Background: an optimization exercise with open tools, aiming at small area and a short achievable clock period. Do not read the settings as production practice.

==> inputs of cedar <==
Design reg_file_mp, start of the top module:
module reg_file_mp
#(
    parameter int DATA_W      = reg_file_pkg::DEFAULT_DATA_W,
    parameter int ADDR_W      = reg_file_pkg::DEFAULT_ADDR_W,
    parameter int PC_IDX      = reg_file_pkg::DEFAULT_PC_IDX,
    parameter int PC_READ_OFS = reg_file_pkg::DEFAULT_PC_READ_OFS
) (
    input  logic              clk,
    input  logic              reset,
    input  logic [ADDR_W-1:0] rd_sel_a,
    input  logic [ADDR_W-1:0] rd_sel_b,
    input  logic [ADDR_W-1:0] rd_sel_c,
    output logic [DATA_W-1:0] rd_data_a,
    output logic [DATA_W-1:0] rd_data_b,
    output logic [DATA_W-1:0] rd_data_c,
    output logic              rd_busy_a,
    output logic              rd_busy_b,
    output logic              rd_busy_c,
    input  logic              wr0_en,
    input  logic [ADDR_W-1:0] wr0_sel,
    input  logic [DATA_W-1:0] wr0_data,
    input  logic              wr1_en,
    input  logic [ADDR_W-1:0] wr1_sel,
    input  logic [DATA_W-1:0] wr1_data,
    input  logic              pc_en,
    input  logic [DATA_W-1:0] pc_data,
    input  logic              pend_en,
    input  logic [ADDR_W-1:0] pend_sel,
    output logic [DATA_W-1:0] pc_q,
    output logic [ADDR_W:0]   pend_count
);
==> module reg_file_mp, before the edit <==
module reg_file_mp
#(
    parameter int DATA_W      = reg_file_pkg::DEFAULT_DATA_W,
    parameter int ADDR_W      = reg_file_pkg::DEFAULT_ADDR_W,
    parameter int PC_IDX      = reg_file_pkg::DEFAULT_PC_IDX,
    parameter int PC_READ_OFS = reg_file_pkg::DEFAULT_PC_READ_OFS
) (
    input  logic              clk,
    input  logic              reset,
    input  logic [ADDR_W-1:0] rd_sel_a,
    input  logic [ADDR_W-1:0] rd_sel_b,
    input  logic [ADDR_W-1:0] rd_sel_c,
    output logic [DATA_W-1:0] rd_data_a,
    output logic [DATA_W-1:0] rd_data_b,
    output logic [DATA_W-1:0] rd_data_c,
    output logic              rd_busy_a,
    output logic              rd_busy_b,
    output logic              rd_busy_c,
    input  logic              wr0_en,
    input  logic [ADDR_W-1:0] wr0_sel,
    input  logic [DATA_W-1:0] wr0_data,
    input  logic              wr1_en,
    input  logic [ADDR_W-1:0] wr1_sel,
    input  logic [DATA_W-1:0] wr1_data,
    input  logic              pc_en,
    input  logic [DATA_W-1:0] pc_data,
    input  logic              pend_en,
    input  logic [ADDR_W-1:0] pend_sel,
    output logic [DATA_W-1:0] pc_q,
    output logic [ADDR_W:0]   pend_count
);
    localparam int NUM_REGS = 2 ** ADDR_W;
    localparam int CNT_W    = ADDR_W + 1;
    logic [NUM_REGS-1:0][DATA_W-1:0] regFile_q, regNext, rdView;
    logic [NUM_REGS-1:0]             pend_q, pendNext, busy;
    logic [NUM_REGS-1:0]             hit1, hit0, hitPend, take1, take0, takePc, hold;
    always_comb begin
        for (int r = 0; r < NUM_REGS; r++) begin
            hit1[r]    = wr1_en && (wr1_sel == ADDR_W'(r));
            hit0[r]    = wr0_en && (wr0_sel == ADDR_W'(r));
            hitPend[r] = pend_en && (pend_sel == ADDR_W'(r)) && (r != PC_IDX);
            take1[r]   = hit1[r];
            take0[r]   = !hit1[r] && hit0[r];
            takePc[r]  = !hit1[r] && !hit0[r] && pc_en && (r == PC_IDX);
            hold[r]    = !hit1[r] && !hit0[r] && !(pc_en && (r == PC_IDX));
        end
    end
    always_comb begin
        for (int r = 0; r < NUM_REGS; r++) begin
            regNext[r] = ({DATA_W{take1[r]}}  & wr1_data)
                       | ({DATA_W{take0[r]}}  & wr0_data)
                       | ({DATA_W{takePc[r]}} & pc_data)
                       | ({DATA_W{hold[r]}}   & regFile_q[r]);
        end
    end
    always_comb begin
        for (int r = 0; r < NUM_REGS; r++) begin
            if (r == PC_IDX) begin
                pendNext[r] = 1'b0;
                busy[r]     = 1'b0;
            end else begin
                pendNext[r] = hitPend[r] || (pend_q[r] && !hit1[r]);
                busy[r]     = pend_q[r] && !(hit1[r] && !hitPend[r]);
            end
        end
    end
    always_ff @(posedge clk) begin
        for (int r = 0; r < NUM_REGS; r++) begin
            regFile_q[r] <= {DATA_W{!reset}} & regNext[r];
        end
    end
    always_ff @(posedge clk) begin
        pend_q <= {NUM_REGS{!reset}} & pendNext;
    end
    assign pc_q = regFile_q[PC_IDX];
    always_comb begin
        pend_count = '0;
        for (int r = 0; r < NUM_REGS; r++) begin
            pend_count = pend_count + CNT_W'(pend_q[r]);
        end
    end
    always_comb begin
        rdView = regNext;
        rdView[PC_IDX] = regNext[PC_IDX] + DATA_W'(PC_READ_OFS);
    end
    logic [2:0][ADDR_W-1:0] rdSel;
    logic [2:0][DATA_W-1:0] rdData;
    logic [2:0]             rdBusy;
    assign rdSel = {rd_sel_c, rd_sel_b, rd_sel_a};
    for (genvar p = 0; p < 3; p++) begin : gRdPort
        reg_file_rd_port #(
            .DATA_W    (DATA_W),
            .ADDR_W    (ADDR_W)
        ) uRdPort (
            .rd_sel_i  (rdSel[p]),
            .regNext_i (rdView),
            .busy_i    (busy),
            .rd_data_o (rdData[p]),
            .rd_busy_o (rdBusy[p])
        );
    end
    assign rd_data_a = rdData[0];
    assign rd_data_b = rdData[1];
    assign rd_data_c = rdData[2];
    assign rd_busy_a = rdBusy[0];
    assign rd_busy_b = rdBusy[1];
    assign rd_busy_c = rdBusy[2];
endmodule
==> flow/config.mk <==
export PLATFORM = sky130hd
export DESIGN_NAME = reg_file_mp
export DESIGN_NICKNAME = reg_file_mp
export VERILOG_FILES = /design/flow/design.v
export SDC_FILE = /design/flow/constraint.sdc
export NUM_CORES = 4
export LEC_CHECK = 0
export CAP_MARGIN = 20
export CORE_MARGIN = 2
export CORE_UTILIZATION = 50
export SETUP_SLACK_MARGIN = 3.0
export SLEW_MARGIN = 20
==> flow/constraint.sdc <==
create_clock -name core_clock -period 8.5 [get_ports {clk}]
set_input_delay 1.7000 -clock core_clock [delete_from_list [all_inputs] [get_ports {clk}]]
set_output_delay 1.7000 -clock core_clock [all_outputs]
set_load 0.01 [all_outputs]
standard.sh (not shown) runs the stock make flow with config.mk's settings and CLKGATE_MAP_FILE= SYNTH_SCRIPT=/design/flow/synth_recipe.tcl, a recipe that flattens the netlist after the stock synthesis.
==> flow/flow/run.sh <==
#!/bin/bash
# Own layout flow: the standard flow (standard.sh) with two changes.
#  1. Yosys's ABC technology mapping uses an area-oriented script
#     (flow/abc_area.script: one &dch/&nf mapping pass, then ABC's own
#     buffering and sizing) in place of ORFS's abc_speed.script. Registers are
#     mapped by dfflibmap before ABC runs, so they are the standard synthesis's.
#  2. Ports are buffered with buf_4 instead of the cell buffer_ports picks.
# Everything else, including the synthesis script, is the standard flow.
set -euo pipefail
W=$PWD
rm -rf "$W/scripts_own"
cp -r "$FLOW_HOME/scripts" "$W/scripts_own"
cp "$W/flow/abc_area.script" "$W/scripts_own/abc_speed.script"
export SCRIPTS_DIR="$W/scripts_own"
export BUFFER_PORTS_ARGS="-buffer_cell sky130_fd_sc_hd__buf_4"
bash "$W/standard.sh" finish > "$W/standard_flow.log" 2>&1
==> flow/flow/abc_area.script <==
strash
&get -n
&st
&dch
&nf
&put
buffer -c
topo
stime -c
upsize -c
dnsize -c
==> inputs of yarrow, as changes to cedar <==
--- a/flow/design.v
+++ b/flow/design.v
@@ -109,7 +109,22 @@
         end
     end
+    localparam int OFS_LSB = $clog2(PC_READ_OFS);
+    function automatic logic [DATA_W-1:0] ofsCarry(input logic [DATA_W-1:0] v);
+        ofsCarry = '0;
+        for (int i = OFS_LSB; i < DATA_W; i++) begin
+            ofsCarry[i] = 1'b1;
+            for (int j = OFS_LSB; j < i; j++) begin
+                ofsCarry[i] = ofsCarry[i] & v[j];
+            end
+        end
+    endfunction
+    logic [DATA_W-1:0] pcCarry;
     always_comb begin
+        pcCarry = ({DATA_W{take1[PC_IDX]}}  & ofsCarry(wr1_data))
+                | ({DATA_W{take0[PC_IDX]}}  & ofsCarry(wr0_data))
+                | ({DATA_W{takePc[PC_IDX]}} & ofsCarry(pc_data))
+                | ({DATA_W{hold[PC_IDX]}}   & ofsCarry(regFile_q[PC_IDX]));
         rdView = regNext;
-        rdView[PC_IDX] = regNext[PC_IDX] + DATA_W'(PC_READ_OFS);
+        rdView[PC_IDX] = regNext[PC_IDX] ^ pcCarry;
     end
     logic [2:0][ADDR_W-1:0] rdSel;
--- a/flow/flow/run.sh
+++ b/flow/flow/run.sh
@@ -5,5 +5,5 @@
 #     buffering and sizing) in place of ORFS's abc_speed.script. Registers are
 #     mapped by dfflibmap before ABC runs, so they are the standard synthesis's.
-#  2. Ports are buffered with buf_4 instead of the cell buffer_ports picks.
+#  2. Ports are buffered with buf_2 instead of the cell buffer_ports picks.
 # Everything else, including the synthesis script, is the standard flow.
 set -euo pipefail
@@ -13,4 +13,4 @@
 cp "$W/flow/abc_area.script" "$W/scripts_own/abc_speed.script"
 export SCRIPTS_DIR="$W/scripts_own"
-export BUFFER_PORTS_ARGS="-buffer_cell sky130_fd_sc_hd__buf_4"
+export BUFFER_PORTS_ARGS="-buffer_cell sky130_fd_sc_hd__buf_2"
 bash "$W/standard.sh" finish > "$W/standard_flow.log" 2>&1
--- a/flow/config.mk
+++ b/flow/config.mk
@@ -8,5 +8,6 @@
 export CAP_MARGIN = 20
 export CORE_MARGIN = 2
-export CORE_UTILIZATION = 50
-export SETUP_SLACK_MARGIN = 3.0
+export CORE_UTILIZATION = 60
+export CTS_BUF_LIST = sky130_fd_sc_hd__clkbuf_4 sky130_fd_sc_hd__clkbuf_8
+export SETUP_SLACK_MARGIN = 2.5
 export SLEW_MARGIN = 20
==> comparison table <==
| item | yarrow | cedar |
|---|---|---|
| Detailed placement HPWL | 121 mm | 121 mm |
| Post-CTS sizing | 407 | 400 |
| Run status | aborted with a tool error | aborted with a tool error |
| Stage where the flow stopped | global routing | global routing |
| Placed Instances | 4,630 | 4,534 |
| CTS buffer count | 92 | 60 |
| Fraction of the yosys area taken by sequential cells | 34.0% | 35.0% |
| Number of library cell types mapped by synthesis | 70 | 69 |
| Synth top area share | 34.0% | 35.0% |
| Post-Synth Simple-Gate Area | 20.9% | 19.0% |
| Clock root buffer master | sky130_fd_sc_hd__clkbuf_8 | sky130_fd_sc_hd__clkbuf_16 |
| Die Span X | 231 um | 249 um |
| Synthesized instance count | 4,083 | 3,887 |
| Deepest level of the CTS H-tree | 3 | 2 |
| Fraction of the mapped netlist area in compound gates | 36.3% | 37.3% |
| Effective utilization at floorplan | 60.6% | 50.8% |
| Post-Place Worst Slack | 1.13 ns | 0.904 ns |
| Avg Cell Area, Syn | 7.59 um^2 | 7.75 um^2 |
| Number of cell rows | 83 | 89 |
| Post-synthesis cell area | 31,000 um^2 | 30,100 um^2 |
| Post-synthesis share of cell area spent on xor and xnor gates | 0.763% | 0.781% |
| Last weighted congestion value of the routability-driven placer | 1.16 | 1.10 |
| Post-place instance area | 32,600 um^2 | 32,600 um^2 |
| Adder-cell area share of the yosys netlist | 0.726% | 0.789% |
| Die Height | 231 um | 249 um |
No run of this note included a check of the RTL's function; only the layout flow was run.
